From an optimization exercise on the open Yosys and OpenROAD flow, aimed at small area, a short achievable clock period and few clock cycles per item; shortcuts taken in it are not production practice.
No run shown here included a check of the RTL's function; only the layout flow was run.
No activity file was given, so power comes from the tool's default toggle rates.

## flow/design.v (module list and top-level ports; edited modules follow where they fit)
// module mac_fa: 10 lines
// module mac_ha: 9 lines
// module wallace_mac: 1990 lines
module wallace_mac (
    input  wire        clk,
    input  wire        arst_n,
    input  wire        req,
    output logic       ack,
    input  wire [15:0] a,
    input  wire [15:0] b,
    input  wire [31:0] acc,
    input  wire        cin,
    output logic [32:0] result
);
  // ...
==> flow/flow/run.sh <==
#!/bin/bash
# The standard layout (the standard.sh: ORFS synthesis and place and route,
# unchanged), except that the port buffers that global placement inserts on
# every input and output use a plain buffer cell rather than the delay cell
# the resizer would pick by default.
set -euo pipefail
export BUFFER_PORTS_ARGS="-buffer_cell ${PORT_BUFFER:-sky130_fd_sc_hd__buf_2}"
bash standard.sh > standard_flow.log 2>&1
==> flow/standard.sh <==
#!/bin/bash
# synth_recipe.tcl (not shown) runs the flow's synth.tcl, then flattens the netlist and writes it again
# the make line also repeats each setting of config.mk as NAME=value (left out here)
make -C /OpenROAD-flow-scripts/flow DESIGN_CONFIG=/design/flow/config.mk WORK_HOME=/design/flow/orfs CLKGATE_MAP_FILE= SYNTH_SCRIPT=/design/flow/synth_recipe.tcl "${@:-finish}"
==> flow/config.mk <==
export PLATFORM = sky130hd
export DESIGN_NAME = wallace_mac
export DESIGN_NICKNAME = wallace_mac
export VERILOG_FILES = /design/flow/design.v
export SDC_FILE = /design/flow/constraint.sdc
export NUM_CORES = 4
export LEC_CHECK = 0
export CAP_MARGIN = 20
export CORE_MARGIN = 2
export CORE_UTILIZATION = 40
export CTS_BUF_LIST = sky130_fd_sc_hd__clkbuf_8
export SETUP_SLACK_MARGIN = 2.0
export SLEW_MARGIN = 20
export SYNTH_HIERARCHICAL = 1
export SYNTH_MINIMUM_KEEP_SIZE = 0
==> flow/constraint.sdc <==
create_clock -name core_clock -period 6.0 [get_ports {clk}]
set_input_delay 1.2000 -clock core_clock [delete_from_list [all_inputs] [get_ports {clk}]]
set_output_delay 1.2000 -clock core_clock [all_outputs]
set_load 0.01 [all_outputs]
==> out/metrics.cfg, run 1 <==
[pwr]
power_leader=combinational logic
p_total_mw=6.26
peakVddDrop_mv=0.418
p_sw_frac=0.450
power_density_mw_per_mm2=601

[placed_design]
port_buffers=101

[drt]
via_per_inst=5.11
vias=6119
wl_met2_um=11500

[yosys]
yosysTopAreaCell=fa_1
synth-seq-cells=77
synth.most_common_cell=nand2_1
syn_area_mm2=0.00924

[sta]
setup-violations-final=0
slew_viol_final=0
finalHoldViolations=0

[final_layout]
utilization=0.460
layout.nonclk_buf_frac=0.0623

[floorplanning]
design.core.area_mm2=0.0226
start_util=0.408

[grt]
antenna_found_initial=1
grtUsageMet2=0.332
grt_pass1_wl_um=36400
grt_usage=0.200

[worst_setup_path]
path_cells=fa_1 > ha_4 > a21oi_4 > o21ai_2 > a2111o_1 > o211ai_1 > a21oi_2 > a21oi_2 > xor2_1 > buf_2

[run_status]
status=finished clean

[cts]
ctsResizeCount=42

==> run 2: changes to the inputs <==
--- a/flow/design.v
+++ b/flow/design.v
@@ -1077,16 +1077,18 @@
     wire s_25;
     wire s_26;
     wire s_27;
     wire s_28;
     wire s_29;
     wire s_30;
     wire s_31;
     wire s_32;
+    logic r_fc_172;
+    logic r_fs_173;
     logic r_fs_141;
     logic r_fc_181;
     logic r_fs_182;
     logic r_fs_143;
     logic r_fc_182;
     logic r_fs_183;
     logic r_fs_145;
     logic r_fc_183;
@@ -1107,63 +1109,56 @@
     logic r_fs_189;
     logic r_fc_188;
     logic r_fc_155;
     logic r_fs_190;
     logic r_fc_189;
     logic r_fc_157;
     logic r_fs_191;
     logic r_fc_190;
+    logic r_hc_14;
+    logic r_fs_201;
+    logic r_fc_201;
+    logic r_fs_202;
+    logic r_fc_202;
+    logic r_fs_203;
+    logic r_fc_203;
+    logic r_fs_204;
+    logic r_fc_204;
+    logic r_fs_205;
+    logic r_fc_205;
+    logic r_fs_206;
     logic r_fc_206;
     logic r_fs_207;
     logic r_fc_207;
     logic r_fs_208;
     logic r_fc_208;
     logic r_fs_219;
     logic r_fs_220;
     logic r_fc_219;
     logic r_fs_221;
     logic r_fc_220;
     logic r_fs_222;
     logic r_fc_221;
-    logic r_g0_9;
-    logic r_p0_9;
-    logic r_g0_8;
-    logic r_p0_8;
-    logic r_g0_10;
-    logic r_p0_10;
-    logic r_g0_27;
-    logic r_p0_27;
-    logic r_G1_7;
-    logic r_P1_7;
-    logic r_G1_5;
-    logic r_P1_5;
-    logic r_g0_30;
-    logic r_p0_30;
-    logic r_G1_29;
-    logic r_P1_29;
-    logic r_G1_31;
-    logic r_P1_31;
-    logic r_G2_6;
-    logic r_P2_6;
+    logic r_fs_223;
+    logic r_fc_222;
+    logic r_fs_224;
+    logic r_fc_223;
+    logic r_fs_225;
+    logic r_fc_224;
+    logic r_fs_226;
+    logic r_fc_225;
+    logic r_nacc_31;
+    logic r_fc_226;
     logic r_G2_3;
     logic r_P2_3;
-    logic r_g0_28;
-    logic r_p0_28;
-    logic r_p0_6;
-    logic r_G3_5;
-    logic r_p0_7;
-    logic r_p0_29;
-    logic r_p0_31;
-    logic r_s_0;
-    logic r_s_1;
+    logic r_p0_0;
+    logic r_p0_1;
     logic r_s_2;
     logic r_s_3;
-    logic r_s_4;
-    logic r_s_5;
     assign pp_0_0 = ~(a[0] & b[0]);
     assign pp_0_1 = ~(a[0] & b[1]);
     assign pp_0_2 = ~(a[0] & b[2]);
     assign pp_0_3 = ~(a[0] & b[3]);
     assign pp_0_4 = ~(a[0] & b[4]);
     assign pp_0_5 = ~(a[0] & b[5]);
     assign pp_0_6 = ~(a[0] & b[6]);
     assign pp_0_7 = ~(a[0] & b[7]);
@@ -1657,17 +1652,16 @@
     mac_fa u_fa_195 (.x(fs_166), .y(fc_164), .z(fs_167), .s(fs_195), .c(fc_195));
     mac_fa u_fa_196 (.x(fc_166), .y(fs_168), .z(fs_169), .s(fs_196), .c(fc_196));
     mac_fa u_fa_197 (.x(pp_15_13), .y(fc_168), .z(fs_170), .s(fs_197), .c(fc_197));
     mac_fa u_fa_198 (.x(nacc_29), .y(pp_14_15), .z(pp_15_14), .s(fs_198), .c(fc_198));
     mac_fa u_fa_199 (.x(nacc_0), .y(ncin), .z(pp_0_0), .s(fs_199), .c(fc_199));
     mac_fa u_fa_200 (.x(nacc_1), .y(pp_0_1), .z(pp_1_0), .s(fs_200), .c(fc_200));
     mac_fa u_ha_13 (.x(pp_2_0), .y(fs_171), .z(1'b1), .s(hs_13), .c(hc_13));
     mac_fa u_ha_14 (.x(fc_171), .y(fs_172), .z(1'b1), .s(hs_14), .c(hc_14));
-    mac_fa u_ha_15 (.x(fc_172), .y(fs_173), .z(1'b1), .s(hs_15), .c(hc_15));
     mac_fa u_fa_201 (.x(hs_10), .y(fc_173), .z(fs_174), .s(fs_201), .c(fc_201));
     mac_fa u_fa_202 (.x(fs_128), .y(fc_174), .z(fs_175), .s(fs_202), .c(fc_202));
     mac_fa u_fa_203 (.x(fs_129), .y(fc_175), .z(fs_176), .s(fs_203), .c(fc_203));
     mac_fa u_fa_204 (.x(fs_131), .y(fc_176), .z(fs_177), .s(fs_204), .c(fc_204));
     mac_fa u_fa_205 (.x(fs_133), .y(fc_177), .z(fs_178), .s(fs_205), .c(fc_205));
     mac_fa u_fa_206 (.x(fs_135), .y(fc_178), .z(fs_179), .s(fs_206), .c(fc_206));
     mac_fa u_fa_207 (.x(fs_137), .y(fc_179), .z(fs_180), .s(fs_207), .c(fc_207));
     mac_fa u_fa_208 (.x(fs_139), .y(fc_180), .z(fs_181), .s(fs_208), .c(fc_208));
@@ -1681,69 +1675,29 @@
     mac_fa u_fa_226 (.x(nacc_30), .y(pp_15_15), .z(fc_198), .s(fs_226), .c(fc_226));
     assign p0_0 = ~fs_199;
     assign g0_1 = fc_199 & fs_200;
     assign p0_1 = fc_199 ^ fs_200;
     assign g0_2 = fc_200 & hs_13;
     assign p0_2 = fc_200 ^ hs_13;
     assign g0_3 = hc_13 & hs_14;
     assign p0_3 = hc_13 ^ hs_14;
-    assign g0_4 = hc_14 & hs_15;
-    assign p0_4 = hc_14 ^ hs_15;
-    assign g0_5 = hc_15 & fs_201;
-    assign p0_5 = hc_15 ^ fs_201;
-    assign g0_6 = fc_201 & fs_202;
-    assign p0_6 = fc_201 ^ fs_202;
-    assign g0_7 = fc_202 & fs_203;
-    assign p0_7 = fc_202 ^ fs_203;
-    assign g0_8 = fc_203 & fs_204;
-    assign p0_8 = fc_203 ^ fs_204;
-    assign g0_9 = fc_204 & fs_205;
-    assign p0_9 = fc_204 ^ fs_205;
-    assign g0_10 = fc_205 & fs_206;
-    assign p0_10 = fc_205 ^ fs_206;
-    assign g0_27 = fs_223 & fc_222;
-    assign p0_27 = fs_223 ^ fc_222;
-    assign g0_28 = fs_224 & fc_223;
-    assign p0_28 = fs_224 ^ fc_223;
-    assign g0_29 = fs_225 & fc_224;
-    assign p0_29 = fs_225 ^ fc_224;
-    assign g0_30 = fs_226 & fc_225;
-    assign p0_30 = fs_226 ^ fc_225;
-    assign g0_31 = nacc_31 & fc_226;
-    assign p0_31 = nacc_31 ^ fc_226;
     assign G1_1 = g0_1 | (p0_1 & 1'b1);
     assign P1_1 = p0_1 & p0_0;
     assign G1_3 = g0_3 | (p0_3 & g0_2);
     assign P1_3 = p0_3 & p0_2;
-    assign G1_5 = g0_5 | (p0_5 & g0_4);
-    assign P1_5 = p0_5 & p0_4;
-    assign G1_7 = g0_7 | (p0_7 & g0_6);
-    assign P1_7 = p0_7 & p0_6;
-    assign G1_29 = g0_29 | (p0_29 & g0_28);
-    assign P1_29 = p0_29 & p0_28;
-    assign G1_31 = g0_31 | (p0_31 & g0_30);
-    assign P1_31 = p0_31 & p0_30;
     assign G2_2 = g0_2 | (p0_2 & G1_1);
     assign P2_2 = p0_2 & P1_1;
     assign G2_3 = G1_3 | (P1_3 & G1_1);
     assign P2_3 = P1_3 & P1_1;
-    assign G2_6 = g0_6 | (p0_6 & G1_5);
-    assign P2_6 = p0_6 & P1_5;
-    assign G3_4 = g0_4 | (p0_4 & G2_3);
-    assign P3_4 = p0_4 & P2_3;
-    assign G3_5 = G1_5 | (P1_5 & G2_3);
-    assign P3_5 = P1_5 & P2_3;
-    assign s_0 = ~(p0_0 ^ 1'b1);
-    assign s_1 = ~(p0_1 ^ 1'b1);
     assign s_2 = ~(p0_2 ^ G1_1);
     assign s_3 = ~(p0_3 ^ G2_2);
-    assign s_4 = ~(p0_4 ^ G2_3);
-    assign s_5 = ~(p0_5 ^ G3_4);
     always_ff @(posedge clk) begin
+        r_fc_172 <= fc_172;
+        r_fs_173 <= fs_173;
         r_fs_141 <= fs_141;
         r_fc_181 <= fc_181;
         r_fs_182 <= fs_182;
         r_fs_143 <= fs_143;
         r_fc_182 <= fc_182;
         r_fs_183 <= fs_183;
         r_fs_145 <= fs_145;
         r_fc_183 <= fc_183;
@@ -1764,74 +1718,82 @@
         r_fs_189 <= fs_189;
         r_fc_188 <= fc_188;
         r_fc_155 <= fc_155;
         r_fs_190 <= fs_190;
         r_fc_189 <= fc_189;
         r_fc_157 <= fc_157;
         r_fs_191 <= fs_191;
         r_fc_190 <= fc_190;
+        r_hc_14 <= hc_14;
+        r_fs_201 <= fs_201;
+        r_fc_201 <= fc_201;
+        r_fs_202 <= fs_202;
+        r_fc_202 <= fc_202;
+        r_fs_203 <= fs_203;
+        r_fc_203 <= fc_203;
+        r_fs_204 <= fs_204;
+        r_fc_204 <= fc_204;
+        r_fs_205 <= fs_205;
+        r_fc_205 <= fc_205;
+        r_fs_206 <= fs_206;
         r_fc_206 <= fc_206;
         r_fs_207 <= fs_207;
         r_fc_207 <= fc_207;
         r_fs_208 <= fs_208;
         r_fc_208 <= fc_208;
         r_fs_219 <= fs_219;
         r_fs_220 <= fs_220;
         r_fc_219 <= fc_219;
         r_fs_221 <= fs_221;
         r_fc_220 <= fc_220;
         r_fs_222 <= fs_222;
         r_fc_221 <= fc_221;
-        r_g0_9 <= g0_9;
-        r_p0_9 <= p0_9;
-        r_g0_8 <= g0_8;
-        r_p0_8 <= p0_8;
-        r_g0_10 <= g0_10;
-        r_p0_10 <= p0_10;
-        r_g0_27 <= g0_27;
-        r_p0_27 <= p0_27;
-        r_G1_7 <= G1_7;
-        r_P1_7 <= P1_7;
-        r_G1_5 <= G1_5;
-        r_P1_5 <= P1_5;
-        r_g0_30 <= g0_30;
-        r_p0_30 <= p0_30;
-        r_G1_29 <= G1_29;
-        r_P1_29 <= P1_29;
-        r_G1_31 <= G1_31;
-        r_P1_31 <= P1_31;
-        r_G2_6 <= G2_6;
-        r_P2_6 <= P2_6;
+        r_fs_223 <= fs_223;
+        r_fc_222 <= fc_222;
+        r_fs_224 <= fs_224;
+        r_fc_223 <= fc_223;
+        r_fs_225 <= fs_225;
+        r_fc_224 <= fc_224;
+        r_fs_226 <= fs_226;
+        r_fc_225 <= fc_225;
+        r_nacc_31 <= nacc_31;
+        r_fc_226 <= fc_226;
         r_G2_3 <= G2_3;
         r_P2_3 <= P2_3;
-        r_g0_28 <= g0_28;
-        r_p0_28 <= p0_28;
-        r_p0_6 <= p0_6;
-        r_G3_5 <= G3_5;
-        r_p0_7 <= p0_7;
-        r_p0_29 <= p0_29;
-        r_p0_31 <= p0_31;
-        r_s_0 <= s_0;
-        r_s_1 <= s_1;
+        r_p0_0 <= p0_0;
+        r_p0_1 <= p0_1;
         r_s_2 <= s_2;
         r_s_3 <= s_3;
-        r_s_4 <= s_4;
-        r_s_5 <= s_5;
     end
+    mac_fa u_ha_15 (.x(r_fc_172), .y(r_fs_173), .z(1'b1), .s(hs_15), .c(hc_15));
     mac_fa u_fa_209 (.x(r_fs_141), .y(r_fc_181), .z(r_fs_182), .s(fs_209), .c(fc_209));
     mac_fa u_fa_210 (.x(r_fs_143), .y(r_fc_182), .z(r_fs_183), .s(fs_210), .c(fc_210));
     mac_fa u_fa_211 (.x(r_fs_145), .y(r_fc_183), .z(r_fs_184), .s(fs_211), .c(fc_211));
     mac_fa u_fa_212 (.x(r_fs_147), .y(r_fc_184), .z(r_fs_185), .s(fs_212), .c(fc_212));
     mac_fa u_fa_213 (.x(r_fs_149), .y(r_fc_185), .z(r_fs_186), .s(fs_213), .c(fc_213));
     mac_fa u_fa_214 (.x(r_fs_151), .y(r_fc_186), .z(r_fs_187), .s(fs_214), .c(fc_214));
     mac_fa u_fa_215 (.x(r_fs_153), .y(r_fc_187), .z(r_fs_188), .s(fs_215), .c(fc_215));
     mac_fa u_fa_216 (.x(r_fc_153), .y(r_fs_189), .z(r_fc_188), .s(fs_216), .c(fc_216));
     mac_fa u_fa_217 (.x(r_fc_155), .y(r_fs_190), .z(r_fc_189), .s(fs_217), .c(fc_217));
     mac_fa u_fa_218 (.x(r_fc_157), .y(r_fs_191), .z(r_fc_190), .s(fs_218), .c(fc_218));
+    assign g0_4 = r_hc_14 & hs_15;
+    assign p0_4 = r_hc_14 ^ hs_15;
+    assign g0_5 = hc_15 & r_fs_201;
+    assign p0_5 = hc_15 ^ r_fs_201;
+    assign g0_6 = r_fc_201 & r_fs_202;
+    assign p0_6 = r_fc_201 ^ r_fs_202;
+    assign g0_7 = r_fc_202 & r_fs_203;
+    assign p0_7 = r_fc_202 ^ r_fs_203;
+    assign g0_8 = r_fc_203 & r_fs_204;
+    assign p0_8 = r_fc_203 ^ r_fs_204;
+    assign g0_9 = r_fc_204 & r_fs_205;
+    assign p0_9 = r_fc_204 ^ r_fs_205;
+    assign g0_10 = r_fc_205 & r_fs_206;
+    assign p0_10 = r_fc_205 ^ r_fs_206;
     assign g0_11 = r_fc_206 & r_fs_207;
     assign p0_11 = r_fc_206 ^ r_fs_207;
     assign g0_12 = r_fc_207 & r_fs_208;
     assign p0_12 = r_fc_207 ^ r_fs_208;
     assign g0_13 = r_fc_208 & fs_209;
     assign p0_13 = r_fc_208 ^ fs_209;
     assign g0_14 = fc_209 & fs_210;
     assign p0_14 = fc_209 ^ fs_210;
@@ -1854,40 +1816,60 @@
     assign g0_23 = r_fs_219 & fc_218;
     assign p0_23 = r_fs_219 ^ fc_218;
     assign g0_24 = r_fs_220 & r_fc_219;
     assign p0_24 = r_fs_220 ^ r_fc_219;
     assign g0_25 = r_fs_221 & r_fc_220;
     assign p0_25 = r_fs_221 ^ r_fc_220;
     assign g0_26 = r_fs_222 & r_fc_221;
     assign p0_26 = r_fs_222 ^ r_fc_221;
-    assign G1_9 = r_g0_9 | (r_p0_9 & r_g0_8);
-    assign P1_9 = r_p0_9 & r_p0_8;
-    assign G1_11 = g0_11 | (p0_11 & r_g0_10);
-    assign P1_11 = p0_11 & r_p0_10;
+    assign g0_27 = r_fs_223 & r_fc_222;
+    assign p0_27 = r_fs_223 ^ r_fc_222;
+    assign g0_28 = r_fs_224 & r_fc_223;
+    assign p0_28 = r_fs_224 ^ r_fc_223;
+    assign g0_29 = r_fs_225 & r_fc_224;
+    assign p0_29 = r_fs_225 ^ r_fc_224;
+    assign g0_30 = r_fs_226 & r_fc_225;
+    assign p0_30 = r_fs_226 ^ r_fc_225;
+    assign g0_31 = r_nacc_31 & r_fc_226;
+    assign p0_31 = r_nacc_31 ^ r_fc_226;
+    assign G1_5 = g0_5 | (p0_5 & g0_4);
+    assign P1_5 = p0_5 & p0_4;
+    assign G1_7 = g0_7 | (p0_7 & g0_6);
+    assign P1_7 = p0_7 & p0_6;
+    assign G1_9 = g0_9 | (p0_9 & g0_8);
+    assign P1_9 = p0_9 & p0_8;
+    assign G1_11 = g0_11 | (p0_11 & g0_10);
+    assign P1_11 = p0_11 & p0_10;
     assign G1_13 = g0_13 | (p0_13 & g0_12);
     assign P1_13 = p0_13 & p0_12;
     assign G1_15 = g0_15 | (p0_15 & g0_14);
     assign P1_15 = p0_15 & p0_14;
     assign G1_17 = g0_17 | (p0_17 & g0_16);
     assign P1_17 = p0_17 & p0_16;
     assign G1_19 = g0_19 | (p0_19 & g0_18);
     assign P1_19 = p0_19 & p0_18;
     assign G1_21 = g0_21 | (p0_21 & g0_20);
     assign P1_21 = p0_21 & p0_20;
     assign G1_23 = g0_23 | (p0_23 & g0_22);
     assign P1_23 = p0_23 & p0_22;
     assign G1_25 = g0_25 | (p0_25 & g0_24);
     assign P1_25 = p0_25 & p0_24;
-    assign G1_27 = r_g0_27 | (r_p0_27 & g0_26);
-    assign P1_27 = r_p0_27 & p0_26;
-    assign G2_7 = r_G1_7 | (r_P1_7 & r_G1_5);
-    assign P2_7 = r_P1_7 & r_P1_5;
-    assign G2_10 = r_g0_10 | (r_p0_10 & G1_9);
-    assign P2_10 = r_p0_10 & P1_9;
+    assign G1_27 = g0_27 | (p0_27 & g0_26);
+    assign P1_27 = p0_27 & p0_26;
+    assign G1_29 = g0_29 | (p0_29 & g0_28);
+    assign P1_29 = p0_29 & p0_28;
+    assign G1_31 = g0_31 | (p0_31 & g0_30);
+    assign P1_31 = p0_31 & p0_30;
+    assign G2_6 = g0_6 | (p0_6 & G1_5);
+    assign P2_6 = p0_6 & P1_5;
+    assign G2_7 = G1_7 | (P1_7 & G1_5);
+    assign P2_7 = P1_7 & P1_5;
+    assign G2_10 = g0_10 | (p0_10 & G1_9);
+    assign P2_10 = p0_10 & P1_9;
     assign G2_11 = G1_11 | (P1_11 & G1_9);
     assign P2_11 = P1_11 & P1_9;
     assign G2_14 = g0_14 | (p0_14 & G1_13);
     assign P2_14 = p0_14 & P1_13;
     assign G2_15 = G1_15 | (P1_15 & G1_13);
     assign P2_15 = P1_15 & P1_13;
     assign G2_18 = g0_18 | (p0_18 & G1_17);
     assign P2_18 = p0_18 & P1_17;
@@ -1896,22 +1878,26 @@
     assign G2_22 = g0_22 | (p0_22 & G1_21);
     assign P2_22 = p0_22 & P1_21;
     assign G2_23 = G1_23 | (P1_23 & G1_21);
     assign P2_23 = P1_23 & P1_21;
     assign G2_26 = g0_26 | (p0_26 & G1_25);
     assign P2_26 = p0_26 & P1_25;
     assign G2_27 = G1_27 | (P1_27 & G1_25);
     assign P2_27 = P1_27 & P1_25;
-    assign G2_30 = r_g0_30 | (r_p0_30 & r_G1_29);
-    assign P2_30 = r_p0_30 & r_P1_29;
-    assign G2_31 = r_G1_31 | (r_P1_31 & r_G1_29);
-    assign P2_31 = r_P1_31 & r_P1_29;
-    assign G3_6 = r_G2_6 | (r_P2_6 & r_G2_3);
-    assign P3_6 = r_P2_6 & r_P2_3;
+    assign G2_30 = g0_30 | (p0_30 & G1_29);
+    assign P2_30 = p0_30 & P1_29;
+    assign G2_31 = G1_31 | (P1_31 & G1_29);
+    assign P2_31 = P1_31 & P1_29;
+    assign G3_4 = g0_4 | (p0_4 & r_G2_3);
+    assign P3_4 = p0_4 & r_P2_3;
+    assign G3_5 = G1_5 | (P1_5 & r_G2_3);
+    assign P3_5 = P1_5 & r_P2_3;
+    assign G3_6 = G2_6 | (P2_6 & r_G2_3);
+    assign P3_6 = P2_6 & r_P2_3;
     assign G3_7 = G2_7 | (P2_7 & r_G2_3);
     assign P3_7 = P2_7 & r_P2_3;
     assign G3_12 = g0_12 | (p0_12 & G2_11);
     assign P3_12 = p0_12 & P2_11;
     assign G3_13 = G1_13 | (P1_13 & G2_11);
     assign P3_13 = P1_13 & P2_11;
     assign G3_14 = G2_14 | (P2_14 & G2_11);
     assign P3_14 = P2_14 & P2_11;
@@ -1920,26 +1906,26 @@
     assign G3_20 = g0_20 | (p0_20 & G2_19);
     assign P3_20 = p0_20 & P2_19;
     assign G3_21 = G1_21 | (P1_21 & G2_19);
     assign P3_21 = P1_21 & P2_19;
     assign G3_22 = G2_22 | (P2_22 & G2_19);
     assign P3_22 = P2_22 & P2_19;
     assign G3_23 = G2_23 | (P2_23 & G2_19);
     assign P3_23 = P2_23 & P2_19;
-    assign G3_28 = r_g0_28 | (r_p0_28 & G2_27);
-    assign P3_28 = r_p0_28 & P2_27;
-    assign G3_29 = r_G1_29 | (r_P1_29 & G2_27);
-    assign P3_29 = r_P1_29 & P2_27;
+    assign G3_28 = g0_28 | (p0_28 & G2_27);
+    assign P3_28 = p0_28 & P2_27;
+    assign G3_29 = G1_29 | (P1_29 & G2_27);
+    assign P3_29 = P1_29 & P2_27;
     assign G3_30 = G2_30 | (P2_30 & G2_27);
     assign P3_30 = P2_30 & P2_27;
     assign G3_31 = G2_31 | (P2_31 & G2_27);
     assign P3_31 = P2_31 & P2_27;
-    assign G4_8 = r_g0_8 | (r_p0_8 & G3_7);
-    assign P4_8 = r_p0_8 & P3_7;
+    assign G4_8 = g0_8 | (p0_8 & G3_7);
+    assign P4_8 = p0_8 & P3_7;
     assign G4_9 = G1_9 | (P1_9 & G3_7);
     assign P4_9 = P1_9 & P3_7;
     assign G4_10 = G2_10 | (P2_10 & G3_7);
     assign P4_10 = P2_10 & P3_7;
     assign G4_11 = G2_11 | (P2_11 & G3_7);
     assign P4_11 = P2_11 & P3_7;
     assign G4_12 = G3_12 | (P3_12 & G3_7);
     assign P4_12 = P3_12 & P3_7;
@@ -1994,38 +1980,42 @@
     assign G5_29 = G4_29 | (P4_29 & G4_15);
     assign P5_29 = P4_29 & P4_15;
     assign G5_30 = G4_30 | (P4_30 & G4_15);
     assign P5_30 = P4_30 & P4_15;
     assign G5_31 = G4_31 | (P4_31 & G4_15);
     assign P5_31 = P4_31 & P4_15;
     assign G6_32 = 1'b1 | (1'b0 & G5_31);
     assign P6_32 = 1'b0 & P5_31;
-    assign s_6 = ~(r_p0_6 ^ r_G3_5);
-    assign s_7 = ~(r_p0_7 ^ G3_6);
-    assign s_8 = ~(r_p0_8 ^ G3_7);
-    assign s_9 = ~(r_p0_9 ^ G4_8);
-    assign s_10 = ~(r_p0_10 ^ G4_9);
+    assign s_0 = ~(r_p0_0 ^ 1'b1);
+    assign s_1 = ~(r_p0_1 ^ 1'b1);
+    assign s_4 = ~(p0_4 ^ r_G2_3);
+    assign s_5 = ~(p0_5 ^ G3_4);
+    assign s_6 = ~(p0_6 ^ G3_5);
+    assign s_7 = ~(p0_7 ^ G3_6);
+    assign s_8 = ~(p0_8 ^ G3_7);
+    assign s_9 = ~(p0_9 ^ G4_8);
+    assign s_10 = ~(p0_10 ^ G4_9);
     assign s_11 = ~(p0_11 ^ G4_10);
     assign s_12 = ~(p0_12 ^ G4_11);
     assign s_13 = ~(p0_13 ^ G4_12);
     assign s_14 = ~(p0_14 ^ G4_13);
     assign s_15 = ~(p0_15 ^ G4_14);
     assign s_16 = ~(p0_16 ^ G4_15);
     assign s_17 = ~(p0_17 ^ G5_16);
     assign s_18 = ~(p0_18 ^ G5_17);
     assign s_19 = ~(p0_19 ^ G5_18);
     assign s_20 = ~(p0_20 ^ G5_19);
     assign s_21 = ~(p0_21 ^ G5_20);
     assign s_22 = ~(p0_22 ^ G5_21);
     assign s_23 = ~(p0_23 ^ G5_22);
     assign s_24 = ~(p0_24 ^ G5_23);
     assign s_25 = ~(p0_25 ^ G5_24);
     assign s_26 = ~(p0_26 ^ G5_25);
-    assign s_27 = ~(r_p0_27 ^ G5_26);
-    assign s_28 = ~(r_p0_28 ^ G5_27);
-    assign s_29 = ~(r_p0_29 ^ G5_28);
-    assign s_30 = ~(r_p0_30 ^ G5_29);
-    assign s_31 = ~(r_p0_31 ^ G5_30);
+    assign s_27 = ~(p0_27 ^ G5_26);
+    assign s_28 = ~(p0_28 ^ G5_27);
+    assign s_29 = ~(p0_29 ^ G5_28);
+    assign s_30 = ~(p0_30 ^ G5_29);
+    assign s_31 = ~(p0_31 ^ G5_30);
     assign s_32 = ~(1'b0 ^ G5_31);
-    assign result = {s_32, s_31, s_30, s_29, s_28, s_27, s_26, s_25, s_24, s_23, s_22, s_21, s_20, s_19, s_18, s_17, s_16, s_15, s_14, s_13, s_12, s_11, s_10, s_9, s_8, s_7, s_6, r_s_5, r_s_4, r_s_3, r_s_2, r_s_1, r_s_0};
+    assign result = {s_32, s_31, s_30, s_29, s_28, s_27, s_26, s_25, s_24, s_23, s_22, s_21, s_20, s_19, s_18, s_17, s_16, s_15, s_14, s_13, s_12, s_11, s_10, s_9, s_8, s_7, s_6, s_5, s_4, r_s_3, r_s_2, s_1, s_0};
 endmodule
 `default_nettype wire
==> run 2 against run 1 <==
Compared with the run above:
- hold slack worse by 0.0031 ns
- final cell count is 1.0% lower
- utilization fell by 1.3 points
- design area decreased by 3.3%
- worst setup slack got worse by 0.29 ns
- synthesized cell count down 2.2%
- synthesized area fell by 1.6%
- critical endpoint is now result[23]
- critical path depth is 1 higher
- sequential share of layout area down 0.52 points
==> out/metrics.cfg, run 2 <==
[run_status]
status=finished clean  ; unchanged

[cts]
cts_tree=done  ; unchanged
htreeDepth=3  ; unchanged
holdBufCountCts=0  ; unchanged
cts_buffers=9  ; unchanged
cts-root-buf=clkbuf_8  ; unchanged
clock-sinks=72  ; was 77
clock_path_buffers=2  ; unchanged
path_clk_slew_ns=0.09  ; was 0.08 ns

[grt]
grt_max_degree=17  ; unchanged
antenna_found_initial=0  ; was 1
grtUsageMet2=0.320  ; was 0.332
grt_busiest_layer=met2  ; unchanged
use_met3=0.0465  ; was 0.0378
use_met1=0.265  ; was 0.270
grt_pass1_wl_um=35600  ; was 36400 um
grt_usage=0.195  ; was 0.200
grt.overflow.total=0  ; unchanged
grt_pass1_vias=6763  ; was 6737

[sta]
slew_viol_final=0  ; unchanged
finalCritPeriodShare=0.763  ; was 0.714
min_period_ns=4.58  ; was 4.29 ns
setup_tns_ns=0  ; unchanged
rsz0062_at_grt=yes  ; unchanged
setup-violations-final=0  ; unchanged
whs_ns=0.582  ; was 0.585 ns
fmax_ghz=0.218  ; was 0.233 GHz
finalHoldViolations=0  ; unchanged

[yosys]
yosysSeqAreaShare=0.159  ; was 0.167
synth_commonest_cells=nand2_1 (260), fa_1 (245), dfxtp_1 (71), clkbuf_1 (64), inv_1 (46)  ; was nand2_1 (264), fa_1 (244), dfxtp_1 (76), clkbuf_1 (64), inv_1 (46)
synth-simple-area-share=0.120  ; was 0.126
yosys.area_share.xor_xnor=0.0231  ; was 0.0218
synth_warnings=7  ; unchanged
synthArstFlopShare=0.0139  ; was 0.0130
synth_ff_type=dfxtp_1  ; unchanged
synth-seq-cells=72  ; was 77
synthTopCellsByArea=fa_1 (54%), dfxtp_1 (16%), nand2_1 (11%)  ; was fa_1 (53%), dfxtp_1 (16%), nand2_1 (11%)
yosysTopAreaCell=fa_1  ; unchanged
synthAdderAreaFrac=0.582  ; was 0.572
netlist.area_leader.share=0.539  ; was 0.529
synth.most_common_cell=nand2_1  ; unchanged
synthMuxAreaShare=0  ; unchanged
synth-compound-area-share=0.0417  ; was 0.0404
avgSynthCellArea_um2=10.7  ; about the same
synth.distinct_cells=41  ; unchanged
synth_top_family_by_area=adder cells  ; unchanged
syn_inst=847  ; was 866
synth_edf_count=0  ; unchanged
syn_area_mm2=0.00909  ; was 0.00924 mm2

[pwr]
leakage_nw=4.01  ; was 4.12 nW
power_density_mw_per_mm2=592  ; was 601 mW/mm2
peakVddDrop_mv=0.423  ; was 0.418 mV

[final_layout]
n_antenna_cell=0  ; unchanged
final_nets=1239  ; was 1251
most-common-layout-cells=nand2_1 (259), fa_1 (231), buf_2 (95)  ; was nand2_1 (261), fa_1 (224), buf_2 (86)
finalNonFillerCells=1185  ; was 1197
synthToLayoutAreaGrowth_pct=10.7  ; was 12.7%
final_common_cell=nand2_1  ; unchanged
drive_above_1_share=0.202  ; was 0.221
fillers=2100  ; was 2115

[worst_setup_path]
cp-end-kind=output port  ; unchanged
cp-startpoint=r_fs_141$_DFF_P_  ; was r_fc_187$_DFF_P_
cp_max_fo=4  ; unchanged
cp.arrival_ns=3.38  ; was 3.09 ns
critPathKind=reg -> out  ; unchanged
worstPathRequired_ns=4.80  ; about the same
startpoint_type=flop  ; unchanged
cp-endpoint=result[23]  ; was result[31]

[floorplanning]
die_h_um=155  ; was 156 um
num_rows=55  ; unchanged
die_area_mm2=0.0240  ; was 0.0243 mm2
io_pins=102  ; unchanged
die_x_um=155  ; was 156 um
start_util=0.404  ; was 0.408
design.core.area_mm2=0.0225  ; was 0.0226 mm2

[drt]
drt_iter0_drc=347  ; was 454
wirelength_um=21900  ; was 23100 um
dr.pass1.iters=5  ; unchanged
vias=5989  ; was 6119
drc=0  ; unchanged
routedWlPerCell_um=18.5  ; was 19.3 um
via_per_inst=5.05  ; was 5.11
antenna_left=0  ; unchanged

[worst_hold_path]
hp-class=in -> async  ; unchanged

[run]
maxCapViolations=0  ; unchanged

[placed_design]
dp_hpwl_um=16500  ; was 18400 um
dp.cells=1150  ; was 1169
place_congestion=0.826  ; was 0.843
port_buffers=101  ; unchanged

==> run 2: cell types whose count changed after synthesis, sizes merged, moves of 3 or more <==
cell	before	now
dfxtp	76	71
a21o	12	9
xor2	11	8
a21oi	20	14
o21bai	1	4
o31ai	0	3
and2	4	0
xnor2	12	16
nor3	4	0
o21a	3	0
nand2	264	260
==> run 2: repair_timing <==
action | in CTS | in global routing
gates resized for setup | 25 | 15
setup endpoints to repair | 24 | 31
pin swaps | 22 | 7
setup buffers | 12 | 7
==> run 2: stage by stage <==
stage               instance area [um2]  worst slack (ns)  power [mW]   util
floorplan                          9650              1.89        4.42      -
global placement                   9570              1.46        4.89  0.425
detailed placement                 9570              1.42        4.92  0.425
CTS                                9950              1.34        5.87  0.442
global route                      10100              1.20        6.55  0.447
finish                            10100              1.42        5.95  0.447
==> run 2: cell type report <==
class / count / area (um2) / area share
multi-input combinational: 644 / 7210 / 0.716
tap: 285 / 357 / 0.0354
clock buffer: 9 / 124 / 0.0123
clock inverter: 7 / 47.5 / 0.00472
sequential: 72 / 1450 / 0.144
inverter: 48 / 181 / 0.0180
timing repair buffer: 120 / 697 / 0.0692
==> run 2: layer usage <==
| metal | vias to the layer above | wire, um |
|---|---|---|
| met4 | 0 | 250 |
| met1 | 3136 | 9390 |
| met5 | - | 0 |
| li1 | 2601 | - |
| met3 | 20 | 1690 |
| met2 | 232 | 10600 |
==> run 2: cells by family (layout without fill, tap and decap cells) <==
kind of cell	count (synthesis)	after routing
and+or+nand+nor	281	281
adders and majority gates	276	276
buffers and inverters	145	184
DFF	72	72
AOI/OAI and AO/OA	48	48
xor gates and xnor gates	24	24
other	1	15
==> run 2: modules after synthesis, one instance, submodules excluded <==
| module | flops+latches | area, um2 | cells | copies in the design |
|---|---|---|---|---|
| wallace_mac | 72 | 4270 | 606 | 1 |
| mac_fa | 0 | 20.0 | 1 | 241 |
==> run 2: worst min-delay path by stage <==
stage | endpoint | slack (ns) | depth (start not counted)
detailed placement | ack$_DFF_PN0_ | 0.98 | 1
finish | ack$_DFF_PN0_ | 0.58 | 1
global route | ack$_DFF_PN0_ | 0.57 | 1
CTS | ack$_DFF_PN0_ | 0.57 | 1
floorplan | ack$_DFF_PN0_ | 0.90 | 0
global placement | ack$_DFF_PN0_ | 0.98 | 1
==> run 2: where the power goes <==
part	internal, mW	total, mW	switching, mW	leakage [nW]
clock	0.150	0.360	0.210	0.0908
combinational	2.32	4.77	2.45	3.31
sequential	0.724	0.824	0.100	0.609
==> run 2: worst max-delay path, cell delays in order, from the launching register on <==
cell and delay [ns]:
dfxtp_2 0.33, fa_1 0.57, ha_4 0.21, a21o_1 0.17, a21o_1 0.19, a221oi_4 0.27, o31ai_4 0.17, a311o_1 0.37
a21oi_2 0.20, nor4_2 0.07, a2111oi_2 0.26, buf_2 0.18

## separate check: timing with driven ports
The results above use ideal ports. As a check the final layouts listed here were re-extracted and re-timed, cells and wires unchanged. Step 1 (the two cells are an assumption about what drives the block):
set clk [get_ports {clk}]
set_driving_cell -lib_cell sky130_fd_sc_hd__clkbuf_16 $clk
set_driving_cell -lib_cell sky130_fd_sc_hd__buf_2 [delete_from_list [all_inputs] $clk]
Step 2 also shifts input and output timing later by t, the mid clock arrival at the registers, as if the neighbouring blocks saw the same clock. a / b / c = ideal / step 1 / step 2; a / b = the first two.
run | t, ns | setup slack, ns | worst hold slack (ns)
run 1 | 0.405 | 1.714 / 1.676 / 1.665 | 0.585 / 0.572 / 0.978
run 2 | 0.410 | 1.421 / 1.383 / 1.656 | 0.582 / 0.567 / 0.977
After both steps setup and hold are still met in every run listed. The setup slack of run 1, which loses most, moves by -0.038 ns with the drivers and by -0.049 ns with both steps.
